Source: an optimization exercise on an open RTL-to-GDS flow (aim: small area and a short achievable clock period). Production flows keep margins and buffers that such runs may drop.
Where RTL was checked, it was by simulation tests only, not by an equivalence proof against the original.
Function not checked in run 1: the RTL went through the layout flow alone.
No activity file was given, so power comes from the tool's default toggle rates.

==> flow/design.v, too long to show whole: its modules and the start of the top module <==
// module conv3x3_pe: 823 lines
// module csa_fa: 10 lines
module conv3x3_pe #(
    parameter int SHIFT = 4,
    parameter int ACC_W = 21
) (
    input  logic         clk,
    input  logic         rst,
    input  logic [7:0]   p00,
    input  logic [7:0]   p01,
    input  logic [7:0]   p02,
    input  logic [7:0]   p10,
    input  logic [7:0]   p11,
    input  logic [7:0]   p12,
    input  logic [7:0]   p20,
    input  logic [7:0]   p21,
    input  logic [7:0]   p22,
    input  logic         window_valid,
    input  logic         w_load,
    input  logic [3:0]   w_idx,
    input  logic [7:0]   w_data,
    output logic [7:0]   out_pixel,
    output logic         out_valid,
    output logic [15:0]  out_count
);
  // ...
==> flow/flow/run.sh <==
#!/bin/bash
# Own flow: the standard layout (standard.sh: the standard synthesis and
# ORFS steps, unchanged), except that the port buffers buffer_ports inserts
# during global placement are plain buf_1 cells instead of the default pick.
set -euo pipefail
export BUFFER_PORTS_ARGS="-buffer_cell sky130_fd_sc_hd__buf_1"
bash standard.sh > standard_flow.log 2>&1
==> flow/standard.sh <==
#!/bin/bash
# synth_recipe.tcl (not shown) runs the flow's synth.tcl, then flattens the netlist and writes it again
# the make line also repeats each setting of config.mk as NAME=value (left out here)
make -C /OpenROAD-flow-scripts/flow DESIGN_CONFIG=/design/flow/config.mk WORK_HOME=/design/flow/orfs CLKGATE_MAP_FILE= SYNTH_SCRIPT=/design/flow/synth_recipe.tcl "${@:-finish}"
==> flow/config.mk <==
export PLATFORM = sky130hd
export DESIGN_NAME = conv3x3_pe
export DESIGN_NICKNAME = conv3x3_pe
export VERILOG_FILES = /design/flow/design.v
export SDC_FILE = /design/flow/constraint.sdc
export NUM_CORES = 4
export LEC_CHECK = 0
export ABC_CLOCK_PERIOD_IN_PS = 2000
export CAP_MARGIN = 20
export CORE_MARGIN = 2
export CORE_UTILIZATION = 40
export SETUP_SLACK_MARGIN = 1.8
export SLEW_MARGIN = 20
export SYNTH_HIERARCHICAL = 1
export SYNTH_MINIMUM_KEEP_SIZE = 0
==> flow/constraint.sdc <==
create_clock -name core_clock -period 5.5 [get_ports {clk}]
set_input_delay 1.1000 -clock core_clock [delete_from_list [all_inputs] [get_ports {clk}]]
set_output_delay 1.1000 -clock core_clock [all_outputs]
set_load 0.01 [all_outputs]
==> impl_metrics.yaml, run 1 <==
worst_setup_path:
  crit_type: "reg2reg"
  worstSetupEndpoint: "r2_q[77]$_DFF_P_"
  reg2reg_to: "r2_q[77]$_DFF_P_"
  worst-path-stages: 7
  cp.required_ns: 5.93
  critPathMaxFanout: 9
  cpMaxStageDelayCell: "dfxtp_1"
  endpoint_kind: "flop"
  start_kind: "flop"
  crit_arrival_ns: 4.11
detailed_routing:
  wl_met2_um: 32800
  drt_drc_violations_left: 0
synth:
  synth_top_area_share_pct: 48.5
  avgSynthCellArea_um2: 11.3
  yosysSeqAreaShare_pct: 26.0
  syn_area_mm2: 0.0232
  synth.most_common_cell: "fa_1"
  synthXorXnorAreaFrac_pct: 1.02
  ys_seq_elements: 301
sta:
  fin_crit_ns: 3.68
  grt_setup_unrepaired: "true"
  worst_slack_ns: 1.82
  fmax_ghz: 0.272
  worst_pin_slew_ns: 1.05
worst_hold_path:
  hp-start: "v1_q$_SDFF_PP0_"
power_and_ir_drop:
  comb_power_share_pct: 23.4
  power_frac_clock_pct: 38.8
  p_leak_nw: 7.52
  power.internal_mw: 4.69
  power.density_mw_per_mm2: 268
clock_network:
  clock-sinks: 301
  htreeDepth: 2
global_routing:
  grt_max_degree: 84
  grt_pass1_vias: 16400
final_layout:
  drive_gt1_share_pct: 8.01
  buf_share_pct: 1.98
  register_area_mm2: 0.00613
  seq_cells: 301
floorplan:
  pin_count: 113
  die_x_um: 245
  nWellTaps: 765
run_status:
  status: "finished clean"
==> run 2, diff against run 1 <==
--- a/flow/design.v
+++ b/flow/design.v
@@ -22,17 +22,17 @@
     output logic [15:0]  out_count
 );
     logic [7:0]  px_q [0:8];
     logic [7:0]  k_q  [0:9];
     logic        v1_q, v2_q, v3_q;
     logic        wl_q;
     logic [3:0]  wi_q;
     logic [7:0]  wd_q;
-    logic [86:0] r2_q;
+    logic [89:0] r2_q;
     logic [19:0] acc_a, acc_b;
     logic [15:0] cnt_q;
     logic t1, t2, t3, t4, t5, t6, t7, t8, t9, t10, t11, t12, t13, t14, t15, t16;
     logic t17, t18, t19, t20, t21, t22, t23, t24, t25, t26, t27, t28, t29, t30, t31, t32;
     logic t33, t34, t35, t36, t37, t38, t39, t40, t41, t42, t43, t44, t45, t46, t47, t48;
     logic t49, t50, t51, t52, t53, t54, t55, t56, t57, t58, t59, t60, t61, t62, t63, t64;
     logic t65, t66, t67, t68, t69, t70, t71, t72, t73, t74, t75, t76, t77, t78, t79, t80;
     logic t81, t82, t83, t84, t85, t86, t87, t88, t89, t90, t91, t92, t93, t94, t95, t96;
@@ -562,139 +562,139 @@
     csa_fa u_t859 (.a(t768), .b(t770), .c(t772), .s(t859), .co(t860));
     csa_fa u_t861 (.a(t845), .b(t774), .c(t776), .s(t861), .co(t862));
     csa_fa u_t863 (.a(t778), .b(t780), .c(t847), .s(t863), .co(t864));
     csa_fa u_t865 (.a(t849), .b(t782), .c(t851), .s(t865), .co(t866));
     csa_fa u_t867 (.a(t853), .b(t855), .c(t857), .s(t867), .co(t868));
     csa_fa u_t869 (.a(t784), .b(t786), .c(t859), .s(t869), .co(t870));
     csa_fa u_t871 (.a(t788), .b(t790), .c(t861), .s(t871), .co(t872));
     csa_fa u_t873 (.a(t863), .b(t792), .c(t794), .s(t873), .co(t874));
-    csa_fa u_t875 (.a(t865), .b(t867), .c(t796), .s(t875), .co(t876));
-    csa_fa u_t877 (.a(~(k_q[0][5] & px_q[0][7])), .b(~(k_q[0][6] & px_q[0][6])), .c((k_q[0][7] & px_q[0][5])), .s(t877), .co(t878));
-    csa_fa u_t879 (.a(~(k_q[1][5] & px_q[1][7])), .b(~(k_q[1][6] & px_q[1][6])), .c((k_q[1][7] & px_q[1][5])), .s(t879), .co(t880));
-    csa_fa u_t881 (.a(~(k_q[2][5] & px_q[2][7])), .b(~(k_q[2][6] & px_q[2][6])), .c((k_q[2][7] & px_q[2][5])), .s(t881), .co(t882));
-    csa_fa u_t883 (.a(~(k_q[3][5] & px_q[3][7])), .b(~(k_q[3][6] & px_q[3][6])), .c((k_q[3][7] & px_q[3][5])), .s(t883), .co(t884));
-    csa_fa u_t885 (.a(~(k_q[4][5] & px_q[4][7])), .b(~(k_q[4][6] & px_q[4][6])), .c((k_q[4][7] & px_q[4][5])), .s(t885), .co(t886));
-    csa_fa u_t887 (.a(~(k_q[5][5] & px_q[5][7])), .b(~(k_q[5][6] & px_q[5][6])), .c((k_q[5][7] & px_q[5][5])), .s(t887), .co(t888));
-    csa_fa u_t889 (.a(~(k_q[6][5] & px_q[6][7])), .b(~(k_q[6][6] & px_q[6][6])), .c((k_q[6][7] & px_q[6][5])), .s(t889), .co(t890));
-    csa_fa u_t891 (.a(~(k_q[7][5] & px_q[7][7])), .b(~(k_q[7][6] & px_q[7][6])), .c((k_q[7][7] & px_q[7][5])), .s(t891), .co(t892));
-    csa_fa u_t893 (.a(~(k_q[8][5] & px_q[8][7])), .b(~(k_q[8][6] & px_q[8][6])), .c((k_q[8][7] & px_q[8][5])), .s(t893), .co(t894));
-    csa_fa u_t895 (.a(t804), .b(t806), .c(t808), .s(t895), .co(t896));
-    csa_fa u_t897 (.a(t810), .b(t812), .c(t814), .s(t897), .co(t898));
-    csa_fa u_t899 (.a(t816), .b(t818), .c(t820), .s(t899), .co(t900));
-    csa_fa u_t901 (.a(t822), .b(t824), .c(t826), .s(t901), .co(t902));
-    csa_fa u_t903 (.a(t877), .b(t879), .c(t881), .s(t903), .co(t904));
-    csa_fa u_t905 (.a(t883), .b(t885), .c(t887), .s(t905), .co(t906));
-    csa_fa u_t907 (.a(t889), .b(t891), .c(t893), .s(t907), .co(t908));
-    csa_fa u_t909 (.a(t828), .b(t830), .c(t832), .s(t909), .co(t910));
-    csa_fa u_t911 (.a(t834), .b(t836), .c(t838), .s(t911), .co(t912));
-    csa_fa u_t913 (.a(t895), .b(t840), .c(t842), .s(t913), .co(t914));
-    csa_fa u_t915 (.a(t844), .b(t897), .c(t899), .s(t915), .co(t916));
-    csa_fa u_t917 (.a(t901), .b(t903), .c(t905), .s(t917), .co(t918));
-    csa_fa u_t919 (.a(t907), .b(t846), .c(t848), .s(t919), .co(t920));
-    csa_fa u_t921 (.a(t850), .b(t909), .c(t852), .s(t921), .co(t922));
-    csa_fa u_t923 (.a(t854), .b(t856), .c(t911), .s(t923), .co(t924));
-    csa_fa u_t925 (.a(t913), .b(t858), .c(t915), .s(t925), .co(t926));
-    csa_fa u_t927 (.a(t917), .b(t860), .c(t919), .s(t927), .co(t928));
-    csa_fa u_t929 (.a(t862), .b(t864), .c(t921), .s(t929), .co(t930));
-    csa_fa u_t931 (.a(t866), .b(t923), .c(t868), .s(t931), .co(t932));
-    csa_fa u_t933 (.a(~(k_q[0][6] & px_q[0][7])), .b((k_q[0][7] & px_q[0][6])), .c(~(k_q[1][6] & px_q[1][7])), .s(t933), .co(t934));
-    csa_fa u_t935 (.a((k_q[1][7] & px_q[1][6])), .b(~(k_q[2][6] & px_q[2][7])), .c((k_q[2][7] & px_q[2][6])), .s(t935), .co(t936));
-    csa_fa u_t937 (.a(~(k_q[3][6] & px_q[3][7])), .b((k_q[3][7] & px_q[3][6])), .c(~(k_q[4][6] & px_q[4][7])), .s(t937), .co(t938));
-    csa_fa u_t939 (.a((k_q[4][7] & px_q[4][6])), .b(~(k_q[5][6] & px_q[5][7])), .c((k_q[5][7] & px_q[5][6])), .s(t939), .co(t940));
-    csa_fa u_t941 (.a(~(k_q[6][6] & px_q[6][7])), .b((k_q[6][7] & px_q[6][6])), .c(~(k_q[7][6] & px_q[7][7])), .s(t941), .co(t942));
-    csa_fa u_t943 (.a((k_q[7][7] & px_q[7][6])), .b(~(k_q[8][6] & px_q[8][7])), .c((k_q[8][7] & px_q[8][6])), .s(t943), .co(t944));
-    csa_fa u_t945 (.a(t878), .b(t880), .c(t882), .s(t945), .co(t946));
-    csa_fa u_t947 (.a(t884), .b(t886), .c(t888), .s(t947), .co(t948));
-    csa_fa u_t949 (.a(t890), .b(t892), .c(t894), .s(t949), .co(t950));
-    csa_fa u_t951 (.a(t933), .b(t935), .c(t937), .s(t951), .co(t952));
-    csa_fa u_t953 (.a(t939), .b(t941), .c(t943), .s(t953), .co(t954));
-    csa_fa u_t955 (.a(t896), .b(t898), .c(t900), .s(t955), .co(t956));
-    csa_fa u_t957 (.a(t902), .b(t904), .c(t906), .s(t957), .co(t958));
-    csa_fa u_t959 (.a(t908), .b(t945), .c(t947), .s(t959), .co(t960));
-    csa_fa u_t961 (.a(t949), .b(t951), .c(t953), .s(t961), .co(t962));
-    csa_fa u_t963 (.a(t910), .b(t912), .c(t914), .s(t963), .co(t964));
-    csa_fa u_t965 (.a(t955), .b(t916), .c(t957), .s(t965), .co(t966));
-    csa_fa u_t967 (.a(t918), .b(t959), .c(t961), .s(t967), .co(t968));
-    csa_fa u_t969 (.a(t920), .b(t922), .c(t963), .s(t969), .co(t970));
-    csa_fa u_t971 (.a(t924), .b(t926), .c(t965), .s(t971), .co(t972));
-    csa_fa u_t973 (.a(t967), .b(t928), .c(t930), .s(t973), .co(t974));
-    csa_fa u_t975 (.a((k_q[0][7] & px_q[0][7])), .b((k_q[1][7] & px_q[1][7])), .c((k_q[2][7] & px_q[2][7])), .s(t975), .co(t976));
-    csa_fa u_t977 (.a((k_q[3][7] & px_q[3][7])), .b((k_q[4][7] & px_q[4][7])), .c((k_q[5][7] & px_q[5][7])), .s(t977), .co(t978));
-    csa_fa u_t979 (.a((k_q[6][7] & px_q[6][7])), .b((k_q[7][7] & px_q[7][7])), .c((k_q[8][7] & px_q[8][7])), .s(t979), .co(t980));
-    csa_fa u_t981 (.a(t934), .b(t936), .c(t938), .s(t981), .co(t982));
-    csa_fa u_t983 (.a(t940), .b(t942), .c(t944), .s(t983), .co(t984));
-    csa_fa u_t985 (.a(t975), .b(t977), .c(t979), .s(t985), .co(t986));
-    csa_fa u_t987 (.a(t946), .b(t948), .c(t950), .s(t987), .co(t988));
-    csa_fa u_t989 (.a(t952), .b(t954), .c(t981), .s(t989), .co(t990));
-    csa_fa u_t991 (.a(t983), .b(t985), .c(t956), .s(t991), .co(t992));
-    csa_fa u_t993 (.a(t958), .b(t960), .c(t987), .s(t993), .co(t994));
-    csa_fa u_t995 (.a(t962), .b(t989), .c(t991), .s(t995), .co(t996));
-    csa_fa u_t997 (.a(t964), .b(t966), .c(t968), .s(t997), .co(t998));
-    csa_fa u_t999 (.a(t993), .b(t995), .c(t970), .s(t999), .co(t1000));
-    csa_fa u_t1001 (.a(1'b1), .b(t976), .c(t978), .s(t1001), .co(t1002));
-    csa_fa u_t1003 (.a(t980), .b(t982), .c(t984), .s(t1003), .co(t1004));
-    csa_fa u_t1005 (.a(t1001), .b(t986), .c(t988), .s(t1005), .co(t1006));
-    csa_fa u_t1007 (.a(t1003), .b(t990), .c(t992), .s(t1007), .co(t1008));
-    csa_fa u_t1009 (.a(t1005), .b(t994), .c(t996), .s(t1009), .co(t1010));
-    csa_fa u_t1011 (.a(1'b1), .b(t1002), .c(t1004), .s(t1011), .co(t1012));
-    csa_fa u_t1013 (.a(t1006), .b(t1011), .c(t1008), .s(t1013), .co(t1014));
-    csa_fa u_t1015 (.a(r2_q[8]), .b(r2_q[9]), .c(r2_q[10]), .s(t1015), .co(t1016));
-    csa_fa u_t1017 (.a(r2_q[12]), .b(r2_q[13]), .c(r2_q[14]), .s(t1017), .co(t1018));
-    csa_fa u_t1019 (.a(r2_q[15]), .b(r2_q[16]), .c(t1016), .s(t1019), .co(t1020));
-    csa_fa u_t1021 (.a(r2_q[17]), .b(r2_q[18]), .c(r2_q[19]), .s(t1021), .co(t1022));
-    csa_fa u_t1023 (.a(r2_q[20]), .b(r2_q[21]), .c(r2_q[22]), .s(t1023), .co(t1024));
-    csa_fa u_t1025 (.a(t1018), .b(t1021), .c(t1023), .s(t1025), .co(t1026));
-    csa_fa u_t1027 (.a(r2_q[23]), .b(r2_q[24]), .c(r2_q[25]), .s(t1027), .co(t1028));
-    csa_fa u_t1029 (.a(r2_q[26]), .b(r2_q[27]), .c(r2_q[28]), .s(t1029), .co(t1030));
-    csa_fa u_t1031 (.a(r2_q[29]), .b(t1022), .c(t1024), .s(t1031), .co(t1032));
-    csa_fa u_t1033 (.a(t1027), .b(t1029), .c(t1031), .s(t1033), .co(t1034));
-    csa_fa u_t1035 (.a(r2_q[30]), .b(r2_q[31]), .c(r2_q[32]), .s(t1035), .co(t1036));
-    csa_fa u_t1037 (.a(r2_q[33]), .b(r2_q[34]), .c(r2_q[35]), .s(t1037), .co(t1038));
-    csa_fa u_t1039 (.a(r2_q[36]), .b(r2_q[37]), .c(t1028), .s(t1039), .co(t1040));
-    csa_fa u_t1041 (.a(t1030), .b(t1035), .c(t1037), .s(t1041), .co(t1042));
-    csa_fa u_t1043 (.a(t1039), .b(t1032), .c(t1041), .s(t1043), .co(t1044));
-    csa_fa u_t1045 (.a(r2_q[38]), .b(r2_q[39]), .c(r2_q[40]), .s(t1045), .co(t1046));
-    csa_fa u_t1047 (.a(r2_q[41]), .b(r2_q[42]), .c(r2_q[43]), .s(t1047), .co(t1048));
-    csa_fa u_t1049 (.a(r2_q[44]), .b(r2_q[45]), .c(r2_q[46]), .s(t1049), .co(t1050));
-    csa_fa u_t1051 (.a(t1036), .b(t1038), .c(t1045), .s(t1051), .co(t1052));
-    csa_fa u_t1053 (.a(t1047), .b(t1049), .c(t1040), .s(t1053), .co(t1054));
-    csa_fa u_t1055 (.a(t1042), .b(t1051), .c(t1053), .s(t1055), .co(t1056));
-    csa_fa u_t1057 (.a(r2_q[47]), .b(r2_q[48]), .c(r2_q[49]), .s(t1057), .co(t1058));
-    csa_fa u_t1059 (.a(r2_q[50]), .b(r2_q[51]), .c(r2_q[52]), .s(t1059), .co(t1060));
-    csa_fa u_t1061 (.a(r2_q[53]), .b(r2_q[54]), .c(r2_q[55]), .s(t1061), .co(t1062));
-    csa_fa u_t1063 (.a(t1046), .b(t1048), .c(t1050), .s(t1063), .co(t1064));
-    csa_fa u_t1065 (.a(t1057), .b(t1059), .c(t1061), .s(t1065), .co(t1066));
-    csa_fa u_t1067 (.a(t1052), .b(t1063), .c(t1065), .s(t1067), .co(t1068));
-    csa_fa u_t1069 (.a(t1054), .b(t1067), .c(t1056), .s(t1069), .co(t1070));
-    csa_fa u_t1071 (.a(r2_q[56]), .b(r2_q[57]), .c(r2_q[58]), .s(t1071), .co(t1072));
-    csa_fa u_t1073 (.a(r2_q[59]), .b(r2_q[60]), .c(r2_q[61]), .s(t1073), .co(t1074));
-    csa_fa u_t1075 (.a(r2_q[62]), .b(t1058), .c(t1060), .s(t1075), .co(t1076));
-    csa_fa u_t1077 (.a(t1062), .b(t1071), .c(t1073), .s(t1077), .co(t1078));
-    csa_fa u_t1079 (.a(t1064), .b(t1075), .c(t1066), .s(t1079), .co(t1080));
-    csa_fa u_t1081 (.a(t1077), .b(t1068), .c(t1079), .s(t1081), .co(t1082));
-    csa_fa u_t1083 (.a(r2_q[63]), .b(r2_q[64]), .c(r2_q[65]), .s(t1083), .co(t1084));
-    csa_fa u_t1085 (.a(r2_q[66]), .b(r2_q[67]), .c(r2_q[68]), .s(t1085), .co(t1086));
-    csa_fa u_t1087 (.a(r2_q[69]), .b(r2_q[70]), .c(t1072), .s(t1087), .co(t1088));
-    csa_fa u_t1089 (.a(t1074), .b(t1083), .c(t1085), .s(t1089), .co(t1090));
-    csa_fa u_t1091 (.a(t1087), .b(t1076), .c(t1078), .s(t1091), .co(t1092));
-    csa_fa u_t1093 (.a(t1089), .b(t1080), .c(t1091), .s(t1093), .co(t1094));
-    csa_fa u_t1095 (.a(r2_q[71]), .b(r2_q[72]), .c(r2_q[73]), .s(t1095), .co(t1096));
-    csa_fa u_t1097 (.a(r2_q[74]), .b(t1084), .c(t1086), .s(t1097), .co(t1098));
+    csa_fa u_t875 (.a(~(k_q[0][5] & px_q[0][7])), .b(~(k_q[0][6] & px_q[0][6])), .c((k_q[0][7] & px_q[0][5])), .s(t875), .co(t876));
+    csa_fa u_t877 (.a(~(k_q[1][5] & px_q[1][7])), .b(~(k_q[1][6] & px_q[1][6])), .c((k_q[1][7] & px_q[1][5])), .s(t877), .co(t878));
+    csa_fa u_t879 (.a(~(k_q[2][5] & px_q[2][7])), .b(~(k_q[2][6] & px_q[2][6])), .c((k_q[2][7] & px_q[2][5])), .s(t879), .co(t880));
+    csa_fa u_t881 (.a(~(k_q[3][5] & px_q[3][7])), .b(~(k_q[3][6] & px_q[3][6])), .c((k_q[3][7] & px_q[3][5])), .s(t881), .co(t882));
+    csa_fa u_t883 (.a(~(k_q[4][5] & px_q[4][7])), .b(~(k_q[4][6] & px_q[4][6])), .c((k_q[4][7] & px_q[4][5])), .s(t883), .co(t884));
+    csa_fa u_t885 (.a(~(k_q[5][5] & px_q[5][7])), .b(~(k_q[5][6] & px_q[5][6])), .c((k_q[5][7] & px_q[5][5])), .s(t885), .co(t886));
+    csa_fa u_t887 (.a(~(k_q[6][5] & px_q[6][7])), .b(~(k_q[6][6] & px_q[6][6])), .c((k_q[6][7] & px_q[6][5])), .s(t887), .co(t888));
+    csa_fa u_t889 (.a(~(k_q[7][5] & px_q[7][7])), .b(~(k_q[7][6] & px_q[7][6])), .c((k_q[7][7] & px_q[7][5])), .s(t889), .co(t890));
+    csa_fa u_t891 (.a(~(k_q[8][5] & px_q[8][7])), .b(~(k_q[8][6] & px_q[8][6])), .c((k_q[8][7] & px_q[8][5])), .s(t891), .co(t892));
+    csa_fa u_t893 (.a(t804), .b(t806), .c(t808), .s(t893), .co(t894));
+    csa_fa u_t895 (.a(t810), .b(t812), .c(t814), .s(t895), .co(t896));
+    csa_fa u_t897 (.a(t816), .b(t818), .c(t820), .s(t897), .co(t898));
+    csa_fa u_t899 (.a(t822), .b(t824), .c(t826), .s(t899), .co(t900));
+    csa_fa u_t901 (.a(t875), .b(t877), .c(t879), .s(t901), .co(t902));
+    csa_fa u_t903 (.a(t881), .b(t883), .c(t885), .s(t903), .co(t904));
+    csa_fa u_t905 (.a(t887), .b(t889), .c(t891), .s(t905), .co(t906));
+    csa_fa u_t907 (.a(t828), .b(t830), .c(t832), .s(t907), .co(t908));
+    csa_fa u_t909 (.a(t834), .b(t836), .c(t838), .s(t909), .co(t910));
+    csa_fa u_t911 (.a(t893), .b(t840), .c(t842), .s(t911), .co(t912));
+    csa_fa u_t913 (.a(t844), .b(t895), .c(t897), .s(t913), .co(t914));
+    csa_fa u_t915 (.a(t899), .b(t901), .c(t903), .s(t915), .co(t916));
+    csa_fa u_t917 (.a(t905), .b(t846), .c(t848), .s(t917), .co(t918));
+    csa_fa u_t919 (.a(t850), .b(t907), .c(t852), .s(t919), .co(t920));
+    csa_fa u_t921 (.a(t854), .b(t856), .c(t909), .s(t921), .co(t922));
+    csa_fa u_t923 (.a(t911), .b(t858), .c(t913), .s(t923), .co(t924));
+    csa_fa u_t925 (.a(t915), .b(t860), .c(t917), .s(t925), .co(t926));
+    csa_fa u_t927 (.a(t862), .b(t864), .c(t919), .s(t927), .co(t928));
+    csa_fa u_t929 (.a(t866), .b(t921), .c(t868), .s(t929), .co(t930));
+    csa_fa u_t931 (.a(~(k_q[0][6] & px_q[0][7])), .b((k_q[0][7] & px_q[0][6])), .c(~(k_q[1][6] & px_q[1][7])), .s(t931), .co(t932));
+    csa_fa u_t933 (.a((k_q[1][7] & px_q[1][6])), .b(~(k_q[2][6] & px_q[2][7])), .c((k_q[2][7] & px_q[2][6])), .s(t933), .co(t934));
+    csa_fa u_t935 (.a(~(k_q[3][6] & px_q[3][7])), .b((k_q[3][7] & px_q[3][6])), .c(~(k_q[4][6] & px_q[4][7])), .s(t935), .co(t936));
+    csa_fa u_t937 (.a((k_q[4][7] & px_q[4][6])), .b(~(k_q[5][6] & px_q[5][7])), .c((k_q[5][7] & px_q[5][6])), .s(t937), .co(t938));
+    csa_fa u_t939 (.a(~(k_q[6][6] & px_q[6][7])), .b((k_q[6][7] & px_q[6][6])), .c(~(k_q[7][6] & px_q[7][7])), .s(t939), .co(t940));
+    csa_fa u_t941 (.a((k_q[7][7] & px_q[7][6])), .b(~(k_q[8][6] & px_q[8][7])), .c((k_q[8][7] & px_q[8][6])), .s(t941), .co(t942));
+    csa_fa u_t943 (.a(t876), .b(t878), .c(t880), .s(t943), .co(t944));
+    csa_fa u_t945 (.a(t882), .b(t884), .c(t886), .s(t945), .co(t946));
+    csa_fa u_t947 (.a(t888), .b(t890), .c(t892), .s(t947), .co(t948));
+    csa_fa u_t949 (.a(t931), .b(t933), .c(t935), .s(t949), .co(t950));
+    csa_fa u_t951 (.a(t937), .b(t939), .c(t941), .s(t951), .co(t952));
+    csa_fa u_t953 (.a(t894), .b(t896), .c(t898), .s(t953), .co(t954));
+    csa_fa u_t955 (.a(t900), .b(t902), .c(t904), .s(t955), .co(t956));
+    csa_fa u_t957 (.a(t906), .b(t943), .c(t945), .s(t957), .co(t958));
+    csa_fa u_t959 (.a(t947), .b(t949), .c(t951), .s(t959), .co(t960));
+    csa_fa u_t961 (.a(t908), .b(t910), .c(t912), .s(t961), .co(t962));
+    csa_fa u_t963 (.a(t953), .b(t914), .c(t955), .s(t963), .co(t964));
+    csa_fa u_t965 (.a(t916), .b(t957), .c(t959), .s(t965), .co(t966));
+    csa_fa u_t967 (.a(t918), .b(t920), .c(t961), .s(t967), .co(t968));
+    csa_fa u_t969 (.a(t922), .b(t924), .c(t963), .s(t969), .co(t970));
+    csa_fa u_t971 (.a((k_q[0][7] & px_q[0][7])), .b((k_q[1][7] & px_q[1][7])), .c((k_q[2][7] & px_q[2][7])), .s(t971), .co(t972));
+    csa_fa u_t973 (.a((k_q[3][7] & px_q[3][7])), .b((k_q[4][7] & px_q[4][7])), .c((k_q[5][7] & px_q[5][7])), .s(t973), .co(t974));
+    csa_fa u_t975 (.a((k_q[6][7] & px_q[6][7])), .b((k_q[7][7] & px_q[7][7])), .c((k_q[8][7] & px_q[8][7])), .s(t975), .co(t976));
+    csa_fa u_t977 (.a(t932), .b(t934), .c(t936), .s(t977), .co(t978));
+    csa_fa u_t979 (.a(t938), .b(t940), .c(t942), .s(t979), .co(t980));
+    csa_fa u_t981 (.a(t971), .b(t973), .c(t975), .s(t981), .co(t982));
+    csa_fa u_t983 (.a(t944), .b(t946), .c(t948), .s(t983), .co(t984));
+    csa_fa u_t985 (.a(t950), .b(t952), .c(t977), .s(t985), .co(t986));
+    csa_fa u_t987 (.a(t979), .b(t981), .c(t954), .s(t987), .co(t988));
+    csa_fa u_t989 (.a(t956), .b(t958), .c(t983), .s(t989), .co(t990));
+    csa_fa u_t991 (.a(t960), .b(t985), .c(t987), .s(t991), .co(t992));
+    csa_fa u_t993 (.a(t962), .b(t964), .c(t966), .s(t993), .co(t994));
+    csa_fa u_t995 (.a(1'b1), .b(t972), .c(t974), .s(t995), .co(t996));
+    csa_fa u_t997 (.a(t976), .b(t978), .c(t980), .s(t997), .co(t998));
+    csa_fa u_t999 (.a(t995), .b(t982), .c(t984), .s(t999), .co(t1000));
+    csa_fa u_t1001 (.a(t997), .b(t986), .c(t988), .s(t1001), .co(t1002));
+    csa_fa u_t1003 (.a(t999), .b(t990), .c(t992), .s(t1003), .co(t1004));
+    csa_fa u_t1005 (.a(1'b1), .b(t996), .c(t998), .s(t1005), .co(t1006));
+    csa_fa u_t1007 (.a(t1000), .b(t1005), .c(t1002), .s(t1007), .co(t1008));
+    csa_fa u_t1009 (.a(r2_q[8]), .b(r2_q[9]), .c(r2_q[10]), .s(t1009), .co(t1010));
+    csa_fa u_t1011 (.a(r2_q[12]), .b(r2_q[13]), .c(r2_q[14]), .s(t1011), .co(t1012));
+    csa_fa u_t1013 (.a(r2_q[15]), .b(r2_q[16]), .c(t1010), .s(t1013), .co(t1014));
+    csa_fa u_t1015 (.a(r2_q[17]), .b(r2_q[18]), .c(r2_q[19]), .s(t1015), .co(t1016));
+    csa_fa u_t1017 (.a(r2_q[20]), .b(r2_q[21]), .c(r2_q[22]), .s(t1017), .co(t1018));
+    csa_fa u_t1019 (.a(t1012), .b(t1015), .c(t1017), .s(t1019), .co(t1020));
+    csa_fa u_t1021 (.a(r2_q[23]), .b(r2_q[24]), .c(r2_q[25]), .s(t1021), .co(t1022));
+    csa_fa u_t1023 (.a(r2_q[26]), .b(r2_q[27]), .c(r2_q[28]), .s(t1023), .co(t1024));
+    csa_fa u_t1025 (.a(r2_q[29]), .b(t1016), .c(t1018), .s(t1025), .co(t1026));
+    csa_fa u_t1027 (.a(t1021), .b(t1023), .c(t1025), .s(t1027), .co(t1028));
+    csa_fa u_t1029 (.a(r2_q[30]), .b(r2_q[31]), .c(r2_q[32]), .s(t1029), .co(t1030));
+    csa_fa u_t1031 (.a(r2_q[33]), .b(r2_q[34]), .c(r2_q[35]), .s(t1031), .co(t1032));
+    csa_fa u_t1033 (.a(r2_q[36]), .b(r2_q[37]), .c(t1022), .s(t1033), .co(t1034));
+    csa_fa u_t1035 (.a(t1024), .b(t1029), .c(t1031), .s(t1035), .co(t1036));
+    csa_fa u_t1037 (.a(t1033), .b(t1026), .c(t1035), .s(t1037), .co(t1038));
+    csa_fa u_t1039 (.a(r2_q[38]), .b(r2_q[39]), .c(r2_q[40]), .s(t1039), .co(t1040));
+    csa_fa u_t1041 (.a(r2_q[41]), .b(r2_q[42]), .c(r2_q[43]), .s(t1041), .co(t1042));
+    csa_fa u_t1043 (.a(r2_q[44]), .b(r2_q[45]), .c(r2_q[46]), .s(t1043), .co(t1044));
+    csa_fa u_t1045 (.a(t1030), .b(t1032), .c(t1039), .s(t1045), .co(t1046));
+    csa_fa u_t1047 (.a(t1041), .b(t1043), .c(t1034), .s(t1047), .co(t1048));
+    csa_fa u_t1049 (.a(t1036), .b(t1045), .c(t1047), .s(t1049), .co(t1050));
+    csa_fa u_t1051 (.a(r2_q[47]), .b(r2_q[48]), .c(r2_q[49]), .s(t1051), .co(t1052));
+    csa_fa u_t1053 (.a(r2_q[50]), .b(r2_q[51]), .c(r2_q[52]), .s(t1053), .co(t1054));
+    csa_fa u_t1055 (.a(r2_q[53]), .b(r2_q[54]), .c(r2_q[55]), .s(t1055), .co(t1056));
+    csa_fa u_t1057 (.a(t1040), .b(t1042), .c(t1044), .s(t1057), .co(t1058));
+    csa_fa u_t1059 (.a(t1051), .b(t1053), .c(t1055), .s(t1059), .co(t1060));
+    csa_fa u_t1061 (.a(t1046), .b(t1057), .c(t1059), .s(t1061), .co(t1062));
+    csa_fa u_t1063 (.a(t1048), .b(t1061), .c(t1050), .s(t1063), .co(t1064));
+    csa_fa u_t1065 (.a(r2_q[56]), .b(r2_q[57]), .c(r2_q[58]), .s(t1065), .co(t1066));
+    csa_fa u_t1067 (.a(r2_q[59]), .b(r2_q[60]), .c(r2_q[61]), .s(t1067), .co(t1068));
+    csa_fa u_t1069 (.a(r2_q[62]), .b(r2_q[63]), .c(r2_q[64]), .s(t1069), .co(t1070));
+    csa_fa u_t1071 (.a(t1052), .b(t1054), .c(t1056), .s(t1071), .co(t1072));
+    csa_fa u_t1073 (.a(t1065), .b(t1067), .c(t1069), .s(t1073), .co(t1074));
+    csa_fa u_t1075 (.a(t1058), .b(t1060), .c(t1071), .s(t1075), .co(t1076));
+    csa_fa u_t1077 (.a(t1073), .b(t1062), .c(t1075), .s(t1077), .co(t1078));
+    csa_fa u_t1079 (.a(r2_q[65]), .b(r2_q[66]), .c(r2_q[67]), .s(t1079), .co(t1080));
+    csa_fa u_t1081 (.a(r2_q[68]), .b(r2_q[69]), .c(r2_q[70]), .s(t1081), .co(t1082));
+    csa_fa u_t1083 (.a(r2_q[71]), .b(t1066), .c(t1068), .s(t1083), .co(t1084));
+    csa_fa u_t1085 (.a(t1070), .b(t1079), .c(t1081), .s(t1085), .co(t1086));
+    csa_fa u_t1087 (.a(t1072), .b(t1083), .c(t1074), .s(t1087), .co(t1088));
+    csa_fa u_t1089 (.a(t1085), .b(t1076), .c(t1087), .s(t1089), .co(t1090));
+    csa_fa u_t1091 (.a(r2_q[72]), .b(r2_q[73]), .c(r2_q[74]), .s(t1091), .co(t1092));
+    csa_fa u_t1093 (.a(r2_q[75]), .b(r2_q[76]), .c(r2_q[77]), .s(t1093), .co(t1094));
+    csa_fa u_t1095 (.a(t1080), .b(t1082), .c(t1091), .s(t1095), .co(t1096));
+    csa_fa u_t1097 (.a(t1093), .b(t1084), .c(t1086), .s(t1097), .co(t1098));
     csa_fa u_t1099 (.a(t1095), .b(t1088), .c(t1097), .s(t1099), .co(t1100));
-    csa_fa u_t1101 (.a(t1090), .b(t1092), .c(t1099), .s(t1101), .co(t1102));
-    csa_fa u_t1103 (.a(r2_q[75]), .b(r2_q[76]), .c(r2_q[77]), .s(t1103), .co(t1104));
-    csa_fa u_t1105 (.a(r2_q[78]), .b(t1096), .c(t1103), .s(t1105), .co(t1106));
-    csa_fa u_t1107 (.a(t1098), .b(t1105), .c(t1100), .s(t1107), .co(t1108));
-    csa_fa u_t1109 (.a(r2_q[79]), .b(r2_q[80]), .c(r2_q[81]), .s(t1109), .co(t1110));
-    csa_fa u_t1111 (.a(r2_q[82]), .b(t1104), .c(t1109), .s(t1111), .co(t1112));
+    csa_fa u_t1101 (.a(r2_q[78]), .b(r2_q[79]), .c(r2_q[80]), .s(t1101), .co(t1102));
+    csa_fa u_t1103 (.a(r2_q[81]), .b(r2_q[82]), .c(t1092), .s(t1103), .co(t1104));
+    csa_fa u_t1105 (.a(t1094), .b(t1101), .c(t1103), .s(t1105), .co(t1106));
+    csa_fa u_t1107 (.a(t1096), .b(t1105), .c(t1098), .s(t1107), .co(t1108));
+    csa_fa u_t1109 (.a(r2_q[83]), .b(r2_q[84]), .c(r2_q[85]), .s(t1109), .co(t1110));
+    csa_fa u_t1111 (.a(t1102), .b(t1109), .c(t1104), .s(t1111), .co(t1112));
     csa_fa u_t1113 (.a(t1106), .b(t1111), .c(t1108), .s(t1113), .co(t1114));
-    csa_fa u_t1115 (.a(r2_q[83]), .b(r2_q[84]), .c(t1110), .s(t1115), .co(t1116));
+    csa_fa u_t1115 (.a(r2_q[86]), .b(r2_q[87]), .c(t1110), .s(t1115), .co(t1116));
     csa_fa u_t1117 (.a(t1115), .b(t1112), .c(t1114), .s(t1117), .co(t1118));
-    csa_fa u_t1119 (.a(1'b1), .b(r2_q[85]), .c(r2_q[86]), .s(t1119), .co(t1120));
+    csa_fa u_t1119 (.a(1'b1), .b(r2_q[88]), .c(r2_q[89]), .s(t1119), .co(t1120));
     csa_fa u_t1121 (.a(t1119), .b(t1116), .c(t1118), .s(t1121), .co(t1122));
     always_ff @(posedge clk) begin
         r2_q[0] <= t5;
         r2_q[1] <= t7;
         r2_q[2] <= t27;
         r2_q[3] <= t29;
         r2_q[4] <= t65;
         r2_q[5] <= t67;
@@ -743,50 +743,53 @@
         r2_q[48] <= t708;
         r2_q[49] <= t795;
         r2_q[50] <= t710;
         r2_q[51] <= t712;
         r2_q[52] <= t797;
         r2_q[53] <= t799;
         r2_q[54] <= t801;
         r2_q[55] <= t714;
-        r2_q[56] <= t869;
-        r2_q[57] <= t798;
-        r2_q[58] <= t800;
-        r2_q[59] <= t871;
-        r2_q[60] <= t802;
-        r2_q[61] <= t873;
-        r2_q[62] <= t875;
-        r2_q[63] <= t925;
-        r2_q[64] <= t870;
-        r2_q[65] <= t927;
-        r2_q[66] <= t872;
-        r2_q[67] <= t929;
-        r2_q[68] <= t874;
-        r2_q[69] <= t931;
-        r2_q[70] <= t876;
-        r2_q[71] <= t969;
-        r2_q[72] <= t932;
-        r2_q[73] <= t971;
-        r2_q[74] <= t973;
-        r2_q[75] <= t997;
-        r2_q[76] <= t972;
-        r2_q[77] <= t999;
-        r2_q[78] <= t974;
-        r2_q[79] <= t1007;
-        r2_q[80] <= t998;
-        r2_q[81] <= t1009;
-        r2_q[82] <= t1000;
-        r2_q[83] <= t1010;
-        r2_q[84] <= t1013;
-        r2_q[85] <= t1012;
-        r2_q[86] <= t1014;
+        r2_q[56] <= t865;
+        r2_q[57] <= t867;
+        r2_q[58] <= t796;
+        r2_q[59] <= t869;
+        r2_q[60] <= t798;
+        r2_q[61] <= t800;
+        r2_q[62] <= t871;
+        r2_q[63] <= t802;
+        r2_q[64] <= t873;
+        r2_q[65] <= t923;
+        r2_q[66] <= t870;
+        r2_q[67] <= t925;
+        r2_q[68] <= t872;
+        r2_q[69] <= t927;
+        r2_q[70] <= t874;
+        r2_q[71] <= t929;
+        r2_q[72] <= t965;
+        r2_q[73] <= t926;
+        r2_q[74] <= t928;
+        r2_q[75] <= t967;
+        r2_q[76] <= t930;
+        r2_q[77] <= t969;
+        r2_q[78] <= t989;
+        r2_q[79] <= t991;
+        r2_q[80] <= t968;
+        r2_q[81] <= t993;
+        r2_q[82] <= t970;
+        r2_q[83] <= t1001;
+        r2_q[84] <= t994;
+        r2_q[85] <= t1003;
+        r2_q[86] <= t1004;
+        r2_q[87] <= t1007;
+        r2_q[88] <= t1006;
+        r2_q[89] <= t1008;
     end
-    assign acc_a = {1'b1, t1120, t1121, t1117, t1113, t1102, t1094, t1082, t1070, t1069, t1044, t1034, t1026, t1020, t1017, r2_q[11], r2_q[6], r2_q[4], r2_q[2], r2_q[0]};
-    assign acc_b = {1'b0, t1122, 1'b0, 1'b0, 1'b0, t1107, t1101, t1093, t1081, 1'b0, t1055, t1043, t1033, t1025, t1019, t1015, r2_q[7], r2_q[5], r2_q[3], r2_q[1]};
+    assign acc_a = {1'b1, t1120, t1121, t1117, t1113, t1100, t1090, t1078, t1064, t1063, t1038, t1028, t1020, t1014, t1011, r2_q[11], r2_q[6], r2_q[4], r2_q[2], r2_q[0]};
+    assign acc_b = {1'b0, t1122, 1'b0, 1'b0, 1'b0, t1107, t1099, t1089, t1077, 1'b0, t1049, t1037, t1027, t1019, t1013, t1009, r2_q[7], r2_q[5], r2_q[3], r2_q[1]};
     logic [19:0] na, nb;
     logic [11:0] lo;
     logic [6:0]  lo_q;
     logic        c11_q;
     logic [8:0]  ht_q;
     logic [7:0]  hu_q, hw_q;
     logic [8:0]  cy;
     logic        zz, mm, ok;
==> flow/config.mk (replaced) <==
export PLATFORM = sky130hd
export DESIGN_NAME = conv3x3_pe
export DESIGN_NICKNAME = conv3x3_pe
export VERILOG_FILES = /design/flow/design.v
export SDC_FILE = /design/flow/constraint.sdc
export NUM_CORES = 4
export LEC_CHECK = 0
export ABC_CLOCK_PERIOD_IN_PS = 2000
export CAP_MARGIN = 20
export CORE_MARGIN = 2
export CORE_UTILIZATION = 40
export SETUP_SLACK_MARGIN = 2.1
export SLEW_MARGIN = 20
export SYNTH_HIERARCHICAL = 1
export SYNTH_MINIMUM_KEEP_SIZE = 0
==> impl_metrics.yaml, run 2 <==
run_status:
  status: "finished clean"
job:
  drv_cap: 0
synth:
  synth_top_area_share_pct: 48.4
  synth_top_area_cell: "fa_1"
  synth.area.top_cells: "fa_1, dfxtp_1, nand2_1"
  avgSynthCellArea_um2: 11.3
  ys_warn_count: 11
  synth_top_cells_by_count: "fa_1, nand2_1, dfxtp_1"
  synth.most_common_cell: "fa_1"
  syn_area_mm2: 0.0232
  yosysSeqAreaShare_pct: 26.2
  async_flop_share_pct: 0
  ys_seq_elements: 304
  synth.distinct_cells: 47
  yosys_most_used_dff: "dfxtp_1"
  netlist_instances: 2057
  synth_edf_count: 0
floorplan:
  start_util_pct: 40.3
  core_area_mm2: 0.0576
  die_x_um: 245
  pin_count: 113
  rows: 88
  dieArea_mm2: 0.0600
  die_y_um: 245
global_routing:
  grt_overflow: 0
  grt_pass1_wl_um: 108000
  antenna_found_initial: 0
  grt_max_degree: 76
  track_usage_pct: 25.0
  grt_pass1_vias: 16400
final_layout:
  final_common_cell: "fa_1"
  fin_cells: 2850
  top_regs: "r2_q: 90 flops, k_q: 80 flops, px_q: 72 flops"
  nNetsFinal: 2727
  top_register: "r2_q"
  drive_gt1_share_pct: 12.3
  antenna_cells: 0
  nFillCells: 5301
  largest_reg_flops: 90
  layout_common_cells: "fa_1, nand2_1, dfxtp_1"
  areaGrowthSynthToFinish_pct: 11.1
worst_setup_path:
  cp.required_ns: 5.90
  endpoint_kind: "flop"
  ff2ff_path_depth: 11
  r2r-start: "r2_q[72]$_DFF_P_"
  crit_arrival_ns: 4.03
  reg2reg_to: "ht_q[7]$_SDFFE_PP0P_"
  r2r_slack_ns: 1.87
  critPathMaxFanout: 2
  crit_type: "reg2reg"
  start_kind: "flop"
clock_network:
  clkLatencyLatePin_ns: 0.57
  cts-root-buf: "clkbuf_16"
  htreeDepth: 2
  max-clock-path-buffers: 3
  clock-sinks: 304
  clk_pin_slew_worst_paths_ns: 0.06
  cts_buffers: 37
  cts_tree: "built"
sta:
  worst_pin_slew_ns: 0.999
  fmax_ghz: 0.276
  slew_headroom_pct: 33.4
  fin_crit_sh_pct: 66.0
  fin_crit_ns: 3.63
  skew_ns: 0.0280
  drv_slew: 0
  worst_slack_ns: 1.87
  finalHoldViolCount: 0
  grt_setup_unrepaired: "true"
  totalNegativeSetupSlack_ns: 0
  finalSetupViolCount: 0
detailed_routing:
  drt_iter0_markers: 1152
  drt_drc_violations_left: 0
  routed_wl_um: 72500
  drt-pass1-iter-count: 5
  vias_per_cell: 5.30
  drtAntennaViolNets: 0
  wl_per_cell_um: 25.4
  vias: 15100
place:
  hpwl_um: 59800
  portBuffers: 112
  dp.cells: 2778
  gp_congestion: 0.945
  place_ws_ns: 1.75
power_and_ir_drop:
  p_leak_nw: 7.58
  peakVddDrop_uv: 216
  power.density_mw_per_mm2: 262
worst_hold_path:
  min_path_cells: 1
  worst_hold_path_type: "reg2reg"
  whs_endpoint: "v2_q$_SDFF_PP0_"
  hp-start: "v1_q$_SDFF_PP0_"
==> run 2: cell count changes in the layout (fill, tap and decap cells not counted), moves of 2 or more <==
cell	before	now
fa_2	5	18
ha_1	21	19
o31ai_2	0	2
clkinv_2	4	6
dfxtp_2	82	109
inv_6	4	2
ha_4	0	2
dfxtp_1	219	155
clkinv_4	3	1
dfxtp_4	0	40
clkbuf_8	8	10
o31ai_1	10	8
fa_1	556	543
==> run 2: worst max path at each step <==
| stage | startpoint | end | slack (ns) |
|---|---|---|---|
| 5_1_grt | r2_q[72]$_DFF_P_ | ht_q[7]$_SDFFE_PP0P_ | 1.78 |
| 2_1_floorplan | r2_q[72]$_DFF_P_ | ht_q[7]$_SDFFE_PP0P_ | 1.93 |
| 4_1_cts | r2_q[72]$_DFF_P_ | ht_q[7]$_SDFFE_PP0P_ | 1.84 |
| 3_5_place_dp | px_q[0][3]$_DFF_P_ | r2_q[37]$_DFF_P_ | 1.75 |
| 3_3_place_gp | r2_q[72]$_DFF_P_ | ht_q[7]$_SDFFE_PP0P_ | 1.78 |
| 6_report | r2_q[72]$_DFF_P_ | ht_q[7]$_SDFFE_PP0P_ | 1.87 |
==> run 2: Yosys stat by module, one instance, submodules excluded <==
module / flops+latches / cells / times used
conv3x3_pe: 304 / 1496 / 1
csa_fa: 0 / 1 / 561
==> run 2: metal layers <==
metal	GRT usage, %	part of all wire, %	vias up
met3	3.97	7.5	132
met4	10.9	4.7	0
met1	33.7	40	7987
met2	40.1	48	713
met5	0	0	-
li1	-	-	6276
==> run 2: critical path, stage by stage, from the launching register on <==
cell     delay, ns
dfxtp_2       0.32
fa_2          0.38
fa_1          0.51
fa_1          0.44
fa_2          0.35
fa_2          0.34
fa_2          0.34
fa_2          0.35
inv_2         0.07
ha_4          0.19
mux2i_1       0.12
nor2_1        0.05
==> run 2: final cells by class <==
cell class                 count  area (µm²)  area share (%)
timing repair buffer         121         504            1.95
inverter                      41         154           0.597
clock buffer                  54        1130            4.39
sequential                   304        6370            24.7
tap                          765         957            3.71
clock inverter                13         154           0.597
multi-input combinational   1552       16500            64.0
==> run 2: per-stage QoR <==
stage | instance area, µm² | total power [mW] | utilization [%] | hold slack [ns]
floorplan | 23300 | 3.64 | - | 0.414
global placement | 24000 | 4.14 | 41.8 | 0.422
detailed placement | 24000 | 4.19 | 41.8 | 0.423
CTS | 25600 | 6.87 | 44.5 | 0.437
global route | 25800 | 7.17 | 44.8 | 0.448
finish | 25800 | 6.75 | 44.8 | 0.435
==> run 2: kinds of logic (layout without fill, tap and decap cells) <==
kind of cell    after synthesis  after routing  synth area share, %
simple gates                775            775                 13.9
fa+ha+maj                   582            582                 49.5
flops                       304            304                 26.2
buf+inv                     211            229                 3.42
mux                          91             91                 3.92
compound gates               66             66                 1.96
xor+xnor                     27             27                 1.02
other cells                   1             11               0.0162
==> run 2: timing repair <==
item	CTS	global route
hold endpoints to repair	0	0
setup endpoints to repair	62	54
hold buffers	0	0
resized for setup	151	68
pin swaps	3	4
buffers inserted	3	2
==> run 2: where the power goes <==
group          switching, mW  total, mW  leakage, nW  internal, mW
sequential             0.227       2.57         2.55          2.35
combinational          0.860       1.60         4.39         0.743
clock                   1.00       2.58        0.638          1.57
==> run 3, diff against run 2 <==
--- a/flow/config.mk
+++ b/flow/config.mk
@@ -10,5 +10,5 @@
 export CORE_MARGIN = 2
 export CORE_UTILIZATION = 40
-export SETUP_SLACK_MARGIN = 2.1
+export SETUP_SLACK_MARGIN = 2.4
 export SLEW_MARGIN = 20
 export SYNTH_HIERARCHICAL = 1
==> impl_metrics.yaml, run 3 <==
final_layout:
  drive_gt1_share_pct: 33.5
  nFillCells: 5106
  areaGrowthSynthToFinish_pct: 21.6
  final_common_cell: "nand2_1"
  top_register: "r2_q"
  register_area_mm2: 0.00663
  largest_reg_flops: 90
  nNetsFinal: 2822
  multi_input_area_mm2: 0.0176
  layout_common_cells: "nand2_1, fa_2, fa_1"
  antenna_cells: 0
  top_regs: "r2_q: 90 flops, k_q: 80 flops, px_q: 72 flops"
floorplan:
  die_x_um: 245
  core_area_mm2: 0.0576
  dieArea_mm2: 0.0600
  rows: 88
  pin_count: 113
  start_util_pct: 40.3
  die_y_um: 245
worst_setup_path:
  reg2reg_to: "ht_q[7]$_SDFFE_PP0P_"
  ff2ff_path_depth: 11
  cp.required_ns: 5.90
  path_delay_family: "adder cells"
  crit_type: "reg2reg"
  start_kind: "flop"
  crit_path_frequent_cell: "fa_2"
  cpMaxStageDelayCell: "fa_1"
  critPathMaxFanout: 2
  slowest_delay_ns: 0.51
  r2r_slack_ns: 1.85
  crit_chain: "fa_2, fa_1, fa_1, fa_2, fa_2, fa_2, fa_2, inv_2, ha_4, mux2i_1, nor2_1"
  endpoint_kind: "flop"
  crit_arrival_ns: 4.04
  crit_buf_inv: 1
  r2r-start: "r2_q[72]$_DFF_P_"
sta:
  totalNegativeSetupSlack_ns: 0
  worst_pin_slew_ns: 1.12
  slew_headroom_pct: 24.9
  fmax_ghz: 0.274
  drv_slew: 0
  worst_slack_ns: 1.85
  finalHoldViolCount: 0
  fin_crit_ns: 3.65
  finalSetupViolCount: 0
  skew_ns: 0.0440
  grt_setup_unrepaired: "true"
  fin_crit_sh_pct: 66.3
synth:
  synth.area.top_cells: "fa_1, dfxtp_1, nand2_1"
  synth.distinct_cells: 47
  ys_warn_count: 11
  synth_top_area_share_pct: 48.4
  synth.most_common_cell: "fa_1"
  ys_seq_elements: 304
  synth_edf_count: 0
  netlist_instances: 2057
  yosys_most_used_dff: "dfxtp_1"
  syn_area_mm2: 0.0232
  async_flop_share_pct: 0
  synth_top_cells_by_count: "fa_1, nand2_1, dfxtp_1"
  avgSynthCellArea_um2: 11.3
  synth_top_area_cell: "fa_1"
  yosysSeqAreaShare_pct: 26.2
power_and_ir_drop:
  power.density_mw_per_mm2: 249
  peakVddDrop_uv: 313
  p_leak_nw: 8.55
place:
  portBuffers: 112
  place_ws_ns: 1.78
  hpwl_um: 58800
  gp_congestion: 0.926
detailed_routing:
  drt_drc_violations_left: 0
  wl_per_cell_um: 25.3
  drt-pass1-iter-count: 7
  vias: 15700
  drtAntennaViolNets: 0
  routed_wl_um: 74600
  drt_iter0_markers: 1278
  vias_per_cell: 5.33
global_routing:
  antenna_found_initial: 0
  grt_max_degree: 77
  track_usage_pct: 25.2
  grt_overflow: 0
  grt_pass1_vias: 17000
  grt_pass1_wl_um: 109000
worst_hold_path:
  hp-start: "v1_q$_SDFF_PP0_"
  whs_endpoint: "v2_q$_SDFF_PP0_"
  worst_hold_path_type: "reg2reg"
  min_path_cells: 1
clock_network:
  cts_buffers: 38
  cts_tree: "built"
  cts-root-buf: "clkbuf_16"
  postCtsHoldBufs: 0
  htreeDepth: 2
  clkLatencyLatePin_ns: 0.59
  clock-sinks: 304
  clk_pin_slew_worst_paths_ns: 0.06
  max-clock-path-buffers: 3
job:
  drv_cap: 0
run_status:
  status: "finished clean"
[run 3: cell types whose count changed in the layout (fill, tap and decap cells not counted), sizes merged]
cell / before / now
buf: 120 / 214
bufinv: 3 / 4
clkbuf: 55 / 54
clkinv: 7 / 6
clkinvlp: 1 / 5
[run 3: worst register-to-register path, delay by kind of cell, from the launching register on]
| kind | cells | cell delay [ns] |
|---|---|---|
| buffers and inverters | 1 | 0.08 |
| DFF | 1 | 0.32 |
| adders and majority gates | 8 | 2.92 |
| muxes | 1 | 0.13 |
| and+or+nand+nor | 1 | 0.06 |
[run 3: how the worst max path moves through the flow]
stage                startpoint                   end  slack (ns)  cells past startpoint
6_report       r2_q[72]$_DFF_P_  ht_q[7]$_SDFFE_PP0P_        1.85                     11
5_1_grt        r2_q[72]$_DFF_P_  ht_q[7]$_SDFFE_PP0P_        1.78                     11
4_1_cts        r2_q[72]$_DFF_P_  ht_q[7]$_SDFFE_PP0P_        1.85                     11
3_5_place_dp   r2_q[72]$_DFF_P_  ht_q[7]$_SDFFE_PP0P_        1.78                     11
3_3_place_gp   r2_q[72]$_DFF_P_  ht_q[7]$_SDFFE_PP0P_        1.77                     11
2_1_floorplan  r2_q[72]$_DFF_P_  ht_q[7]$_SDFFE_PP0P_        1.93                     11
[run 3: what timing repair did]
item,CTS,global route
endpoints found under the setup margin,97,82
pin swaps,161,137
gates cloned,1,0
buffers inserted,67,32
resized for setup,602,166
[run 3: cell families (layout without fill, tap and decap cells)]
| family | count (synthesis) | in the layout | share of synthesized area [%] |
|---|---|---|---|
| flip-flops | 304 | 304 | 26.2 |
| other | 1 | 11 | 0.0162 |
| AND/OR/NAND/NOR | 775 | 775 | 13.9 |
| XOR/XNOR | 27 | 27 | 1.02 |
| adder cells (fa/ha/maj) | 582 | 582 | 49.5 |
| buffers and inverters | 211 | 326 | 3.42 |
| multiplexers | 91 | 91 | 3.92 |
| AO/OA/AOI/OAI | 66 | 66 | 1.96 |
[run 3: modules after synthesis (local to each module, per instance)]
module      cells inside  cell area (µm²)  times used
conv3x3_pe          1496            12000           1
csa_fa                 1             20.0         561
[run 3: where the power goes]
| part | internal [mW] | switching, mW |
|---|---|---|
| registers | 2.31 | 0.233 |
| clock network | 1.57 | 1.07 |
| logic | 0.882 | 0.950 |
[run 3: through the flow]
step / total power [mW] / cell area, µm² / utilization (%) / instances / hold WS [ns]
after detailed placement: 4.22 / 24100 / 41.9 / 2777 / 0.429
final: 7.02 / 28200 / 49.0 / 2947 / 0.437
after global placement: 4.17 / 24100 / 41.9 / 2777 / 0.420
after CTS: 7.03 / 27400 / 47.6 / 2915 / 0.442
after global routing: 7.45 / 28200 / 49.0 / 2947 / 0.466
after floorplan: 3.66 / 23600 / - / 2067 / 0.414
[run 3: routing by layer]
| layer | routed length (µm) | global-route usage [%] | part of all wire, % | up-vias |
|---|---|---|---|---|
| met2 | 35900 | 41.2 | 48 | 757 |
| met5 | 0 | 0 | 0 | - |
| met3 | 6160 | 4.65 | 8.3 | 147 |
| met4 | 3280 | 10.4 | 4.4 | 0 |
| met1 | 29300 | 33.2 | 39 | 8302 |
| li1 | - | - | - | 6492 |
[run 3: area by class of cell]
type | instances | share of cell area, %
clock inverters | 17 | 0.794
well taps | 765 | 3.39
inverters | 41 | 0.545
clock buffers | 53 | 3.82
multi-input cells | 1552 | 62.5
flip-flops and latches | 304 | 23.5
repair buffers | 215 | 5.48
==> run 4, diff against run 3 <==
--- a/flow/config.mk
+++ b/flow/config.mk
@@ -10,5 +10,7 @@
 export CORE_MARGIN = 2
 export CORE_UTILIZATION = 40
-export SETUP_SLACK_MARGIN = 2.4
+export CTS_CLUSTER_DIAMETER = 150
+export CTS_CLUSTER_SIZE = 30
+export SETUP_SLACK_MARGIN = 1.8
 export SLEW_MARGIN = 20
 export SYNTH_HIERARCHICAL = 1
==> impl_metrics.yaml, run 4 <==
final_layout:
  antenna_cells: 0
  utilization_pct: 42.6
  top_register: "r2_q"
  areaGrowthSynthToFinish_pct: 5.71
  register_area_mm2: 0.00611
  final_common_cell: "fa_1"
  drive_gt1_share_pct: 2.70
  nFillCells: 5426
  top_regs: "r2_q: 90 flops, k_q: 80 flops, px_q: 72 flops"
  multi_input_area_mm2: 0.0164
  fin_cells: 2800
  nNetsFinal: 2702
  layout_common_cells: "fa_1, nand2_1, dfxtp_1"
  largest_reg_flops: 90
clock_network:
  clk_pin_slew_worst_paths_ns: 0.12
  max-clock-path-buffers: 3
  cts_tree: "built"
  htreeDepth: 1
  postCtsHoldBufs: 0
  cts-root-buf: "clkbuf_16"
  clkLatencyLatePin_ns: 0.54
  clock-sinks: 304
  cts_buffers: 15
power_and_ir_drop:
  seqPwrFrac_pct: 47.0
  p_leak_nw: 7.07
  power.internal_mw: 3.59
  power_mw: 5.47
  switching_share_pct: 34.3
  peakVddDrop_uv: 208
  power_switching_mw: 1.88
  power_frac_clock_pct: 24.5
  comb_power_share_pct: 28.6
  power.density_mw_per_mm2: 223
worst_hold_path:
  worst_hold_path_type: "reg2reg"
synth:
  synth_edf_count: 0
  ys_warn_count: 11
  yosys_most_used_dff: "dfxtp_1"
  synth_top_area_share_pct: 48.4
  synth.most_common_cell: "fa_1"
  synth_top_family_by_area: "adder cells"
  ys_seq_elements: 304
  synth.distinct_cells: 47
  syn_area_mm2: 0.0232
  synth_top_cells_by_count: "fa_1, nand2_1, dfxtp_1"
  yosys.area_share.simple_pct: 13.9
  synth_fa_ha_area_share_pct: 49.5
  async_flop_share_pct: 0
  netlist_instances: 2057
  synthXorXnorAreaFrac_pct: 1.02
  synth_compound_area_share_pct: 1.96
  synth_top_area_cell: "fa_1"
  avgSynthCellArea_um2: 11.3
  synth.area.top_cells: "fa_1, dfxtp_1, nand2_1"
  yosysSeqAreaShare_pct: 26.2
  synth.mux.area_fraction_pct: 3.92
global_routing:
  grt_max_degree: 82
  antenna_found_initial: 0
  grt_pass1_vias: 16200
  track_usage_pct: 24.0
  grt_pass1_wl_um: 105000
  grt_overflow: 0
worst_setup_path:
  crit_arrival_ns: 4.08
  worstSetupEndpoint: "ht_q[7]$_SDFFE_PP0P_"
  endpoint_kind: "flop"
  ff2ff_path_depth: 11
  r2r_slack_ns: 1.84
  cpMaxStageDelayCell: "fa_1"
  crit_type: "reg2reg"
  start_kind: "flop"
  crit_chain: "fa_2, fa_1, fa_1, fa_2, fa_2, fa_2, fa_2, inv_1, ha_1, mux2i_1, nor2_1"
  r2r-start: "r2_q[72]$_DFF_P_"
  crit_start: "r2_q[72]$_DFF_P_"
  crit_path_frequent_cell: "fa_2"
  cp.required_ns: 5.92
  reg2reg_to: "ht_q[7]$_SDFFE_PP0P_"
  path_delay_family: "adder cells"
  worst-path-stages: 11
  slowest_delay_ns: 0.52
  crit_buf_inv: 1
  critPathMaxFanout: 2
place:
  dp.cells: 2778
  hpwl_um: 58500
  portBuffers: 112
  gp_congestion: 0.944
sta:
  slew_headroom_pct: 26.9
  grt_setup_unrepaired: "true"
  fin_crit_ns: 3.66
  skew_ns: 0.0215
  worst_pin_slew_ns: 1.09
  fmax_ghz: 0.273
  finalSetupViolCount: 0
  finalHoldViolCount: 0
  fin_crit_sh_pct: 66.5
  totalNegativeSetupSlack_ns: 0
  drv_slew: 0
run_status:
  status: "finished clean"
detailed_routing:
  wl_per_cell_um: 24.8
  routed_wl_um: 69500
  vias: 14900
  drt_iter0_markers: 1241
  drtAntennaViolNets: 0
  drt_drc_violations_left: 0
  vias_per_cell: 5.31
  drt-pass1-iter-count: 6
floorplan:
  core_area_mm2: 0.0576
  die_y_um: 245
  pin_count: 113
  rows: 88
  start_util_pct: 40.3
  dieArea_mm2: 0.0600
  die_x_um: 245
job:
  drv_cap: 0
[run 4: power by group through the flow]
stage                     registers, mW  logic (mW)  clock network (mW)
after floorplan                    2.47        1.16                   0
after global placement             2.61        1.50                   0
after detailed placement           2.61        1.57                   0
after CTS                          2.56        1.59                1.41
after global routing               2.59        1.80                1.47
final                              2.57        1.56                1.34
[run 4: timing repair]
| action | in CTS | in global routing |
|---|---|---|
| buffers inserted | 0 | 2 |
| endpoints found under the setup margin | 10 | 14 |
| resized for setup | 8 | 13 |
| pin swaps | 3 | 2 |
[run 4: metal layers]
metal | GRT usage, % | routed length (µm)
met5 | 0 | 0
met3 | 4.12 | 4890
met4 | 12.9 | 4640
met2 | 37.1 | 32000
met1 | 32.4 | 28000
[run 4: metrics by stage]
stage               setup slack [ns]  cell area [µm²]  hold slack [ns]
finish                          1.84            24500            0.445
global route                    1.69            24500            0.461
CTS                             1.80            24500            0.450
detailed placement              1.71            24000            0.427
global placement                1.66            24000            0.420
floorplan                       1.82            23300            0.414
[run 4: area by class of cell]
cell class,count,share of cell area (%)
clock buffers,16,1.54
clock inverters,4,0.275
inverters,41,0.627
multi-input cells,1552,66.8
flip-flops and latches,304,24.9
well taps,765,3.90
repair buffers,118,1.91
[run 4: how the worst min path moves through the flow]
| stage | from | to | slack, ns | depth (start not counted) |
|---|---|---|---|---|
| 2_1_floorplan | v1_q$_SDFF_PP0_ | v2_q$_SDFF_PP0_ | 0.41 | 1 |
| 3_3_place_gp | v1_q$_SDFF_PP0_ | v2_q$_SDFF_PP0_ | 0.42 | 1 |
| 3_5_place_dp | v1_q$_SDFF_PP0_ | v2_q$_SDFF_PP0_ | 0.43 | 1 |
| 4_1_cts | v1_q$_SDFF_PP0_ | v2_q$_SDFF_PP0_ | 0.45 | 1 |
| 5_1_grt | v1_q$_SDFF_PP0_ | v2_q$_SDFF_PP0_ | 0.46 | 1 |
| 6_report | v1_q$_SDFF_PP0_ | v2_q$_SDFF_PP0_ | 0.45 | 1 |
[run 4: cells by family (layout without fill, tap and decap cells)]
logic type      count (synthesis)  in the layout
buf+inv                       211            179
other cells                     1             11
flops                         304            304
fa+ha+maj                     582            582
simple gates                  775            775
compound gates                 66             66
xor+xnor                       27             27
mux                            91             91
[run 4: Yosys stat by module, one instance, submodules excluded]
| module | area, µm² | times used | flops+latches | cells |
|---|---|---|---|---|
| conv3x3_pe | 12000 | 1 | 304 | 1496 |
| csa_fa | 20.0 | 561 | 0 | 1 |
[run 4: worst register-to-register path: stages, from the launching register on]
cell and delay [ns]:
dfxtp_2 0.34, fa_2 0.38, fa_1 0.52, fa_1 0.44, fa_2 0.37, fa_2 0.35
fa_2 0.35, fa_2 0.35, inv_1 0.06, ha_1 0.21, mux2i_1 0.13, nor2_1 0.06
==> run 5, diff against run 4 <==
--- a/flow/config.mk
+++ b/flow/config.mk
@@ -10,6 +10,6 @@
 export CORE_MARGIN = 2
 export CORE_UTILIZATION = 40
-export CTS_CLUSTER_DIAMETER = 150
-export CTS_CLUSTER_SIZE = 30
+export CTS_CLUSTER_DIAMETER = 100
+export CTS_CLUSTER_SIZE = 25
 export SETUP_SLACK_MARGIN = 1.8
 export SLEW_MARGIN = 20
==> impl_metrics.yaml, run 5 <==
run_status:
  status: "finished clean"
worst_hold_path:
  worst_hold_path_type: "reg2reg"
  hp-start: "v1_q$_SDFF_PP0_"
synth:
  ys_seq_elements: 304
  yosys_most_used_dff: "dfxtp_1"
  avgSynthCellArea_um2: 11.3
  yosysSeqAreaShare_pct: 26.2
  synth_top_cells_by_count: "fa_1, nand2_1, dfxtp_1"
  synth.most_common_cell: "fa_1"
  netlist_instances: 2057
  syn_area_mm2: 0.0232
  synth_top_area_share_pct: 48.4
  ys_warn_count: 11
  synth_top_area_cell: "fa_1"
  synth.area.top_cells: "fa_1, dfxtp_1, nand2_1"
  synth_edf_count: 0
  async_flop_share_pct: 0
  synth.distinct_cells: 47
worst_setup_path:
  crit_start: "r2_q[72]$_DFF_P_"
  crit_arrival_ns: 4.12
  start_kind: "flop"
  reg2reg_to: "ht_q[7]$_SDFFE_PP0P_"
  ff2ff_path_depth: 11
  r2r-start: "r2_q[72]$_DFF_P_"
  worstSetupEndpoint: "ht_q[7]$_SDFFE_PP0P_"
  crit_type: "reg2reg"
  endpoint_kind: "flop"
  r2r_slack_ns: 1.80
  cp.required_ns: 5.92
  critPathMaxFanout: 2
place:
  dpl_cell_area_mm2: 0.0240
  place_ws_ns: 1.71
  hpwl_um: 58500
  gp_congestion: 0.944
  portBuffers: 112
  dp.cells: 2778
detailed_routing:
  vias_per_cell: 5.30
  wl_per_cell_um: 24.8
  vias: 14900
  drt_drc_violations_left: 0
  drt_iter0_markers: 1302
  drt-pass1-iter-count: 5
  routed_wl_um: 69700
  drtAntennaViolNets: 0
global_routing:
  antenna_found_initial: 0
  grt_pass1_wl_um: 105000
  grt_pass1_vias: 16300
  grt_overflow: 0
  grt_max_degree: 82
  track_usage_pct: 24.0
clock_network:
  cts_buffers: 22
  clkLatencyLatePin_ns: 0.58
  postCtsHoldBufs: 0
  max-clock-path-buffers: 3
  clk_pin_slew_worst_paths_ns: 0.09
  htreeDepth: 1
  cts-root-buf: "clkbuf_16"
  clock-sinks: 304
  cts_tree: "built"
sta:
  drv_slew: 0
  fin_crit_ns: 3.70
  totalNegativeSetupSlack_ns: 0
  fmax_ghz: 0.270
  slew_headroom_pct: 27.6
  finalSetupViolCount: 0
  grt_setup_unrepaired: "true"
  fin_crit_sh_pct: 67.3
  timing.hold.ws_ns: 0.443
  finalHoldViolCount: 0
  worst_pin_slew_ns: 1.08
  skew_ns: 0.0427
  worst_slack_ns: 1.80
final_layout:
  finalInstanceArea_mm2: 0.0249
  utilization_pct: 43.2
  top_register: "r2_q"
  largest_reg_flops: 90
  final_common_cell: "fa_1"
  fin_cells: 2814
  drive_gt1_share_pct: 3.37
  top_regs: "r2_q: 90 flops, k_q: 80 flops, px_q: 72 flops"
  nNetsFinal: 2709
  layout_common_cells: "fa_1, nand2_1, dfxtp_1"
  antenna_cells: 0
  areaGrowthSynthToFinish_pct: 7.17
floorplan:
  dieArea_mm2: 0.0600
  die_x_um: 245
  rows: 88
  core_area_mm2: 0.0576
  start_util_pct: 40.3
  die_y_um: 245
  pin_count: 113
power_and_ir_drop:
  p_leak_nw: 7.23
  power.density_mw_per_mm2: 239
  power_mw: 5.94
  peakVddDrop_uv: 228
job:
  drv_cap: 0
## run 5: cell counts after synthesis
No cell type changed its count.
## run 5: worst max-delay path: stages (launching register included)
cell and delay, ns:
dfxtp_1 0.33, fa_1 0.43, fa_1 0.50, fa_1 0.44, fa_2 0.37, fa_2 0.35
fa_2 0.35, fa_2 0.35, inv_1 0.06, ha_1 0.21, mux2i_1 0.13, nor2_1 0.06
## run 5: timing repair
item / CTS / global route
gates resized for setup: 3 / 17
pin swaps: 1 / 1
buffers inserted: 0 / 2
endpoints found under the setup margin: 10 / 15
## run 5: layout make-up
cell class              instances  area (µm²)
fillers                      5390       32700
multi-input cells            1552       16400
inverters                      41         154
clock buffers                  23         576
well taps                     765         957
flip-flops and latches        304        6110
repair buffers                118         469
clock inverters                11         213
## run 5: worst min-delay path by stage
stage / depth (start not counted) / endpoint
final: 1 / v2_q$_SDFF_PP0_
after global routing: 1 / v2_q$_SDFF_PP0_
after CTS: 1 / v2_q$_SDFF_PP0_
after detailed placement: 1 / v2_q$_SDFF_PP0_
after global placement: 1 / v2_q$_SDFF_PP0_
after floorplan: 1 / v2_q$_SDFF_PP0_
## run 5: per-module statistics from Yosys (local to each module, per instance)
module      copies in the design  flip-flops and latches
conv3x3_pe                     1                     304
csa_fa                       561                       0
## run 5: kinds of logic (layout without fill, tap and decap cells)
group                      Yosys count  in the layout  share of synthesized area, %
and+or+nand+nor                    775            775                          13.9
adders and majority gates          582            582                          49.5
DFF                                304            304                          26.2
buffers and inverters              211            193                          3.42
muxes                               91             91                          3.92
AOI/OAI and AO/OA                   66             66                          1.96
xor gates and xnor gates            27             27                          1.02
other                                1             11                        0.0162
## run 5: layer usage
layer | global-route usage [%] | part of all wire, % | up-vias
li1 | - | - | 6225
met1 | 32.2 | 40 | 7836
met2 | 37.3 | 46 | 691
met3 | 4.29 | 7.4 | 159
met4 | 12.8 | 6.5 | 0
met5 | 0 | 0 | -
## run 5: power by group
part / leakage [nW] / internal, mW / switching [mW]
logic: 4.35 / 0.712 / 0.848
registers: 2.51 / 2.35 / 0.218
clock network: 0.374 / 0.832 / 0.978
total: 7.23 / 3.90 / 2.04
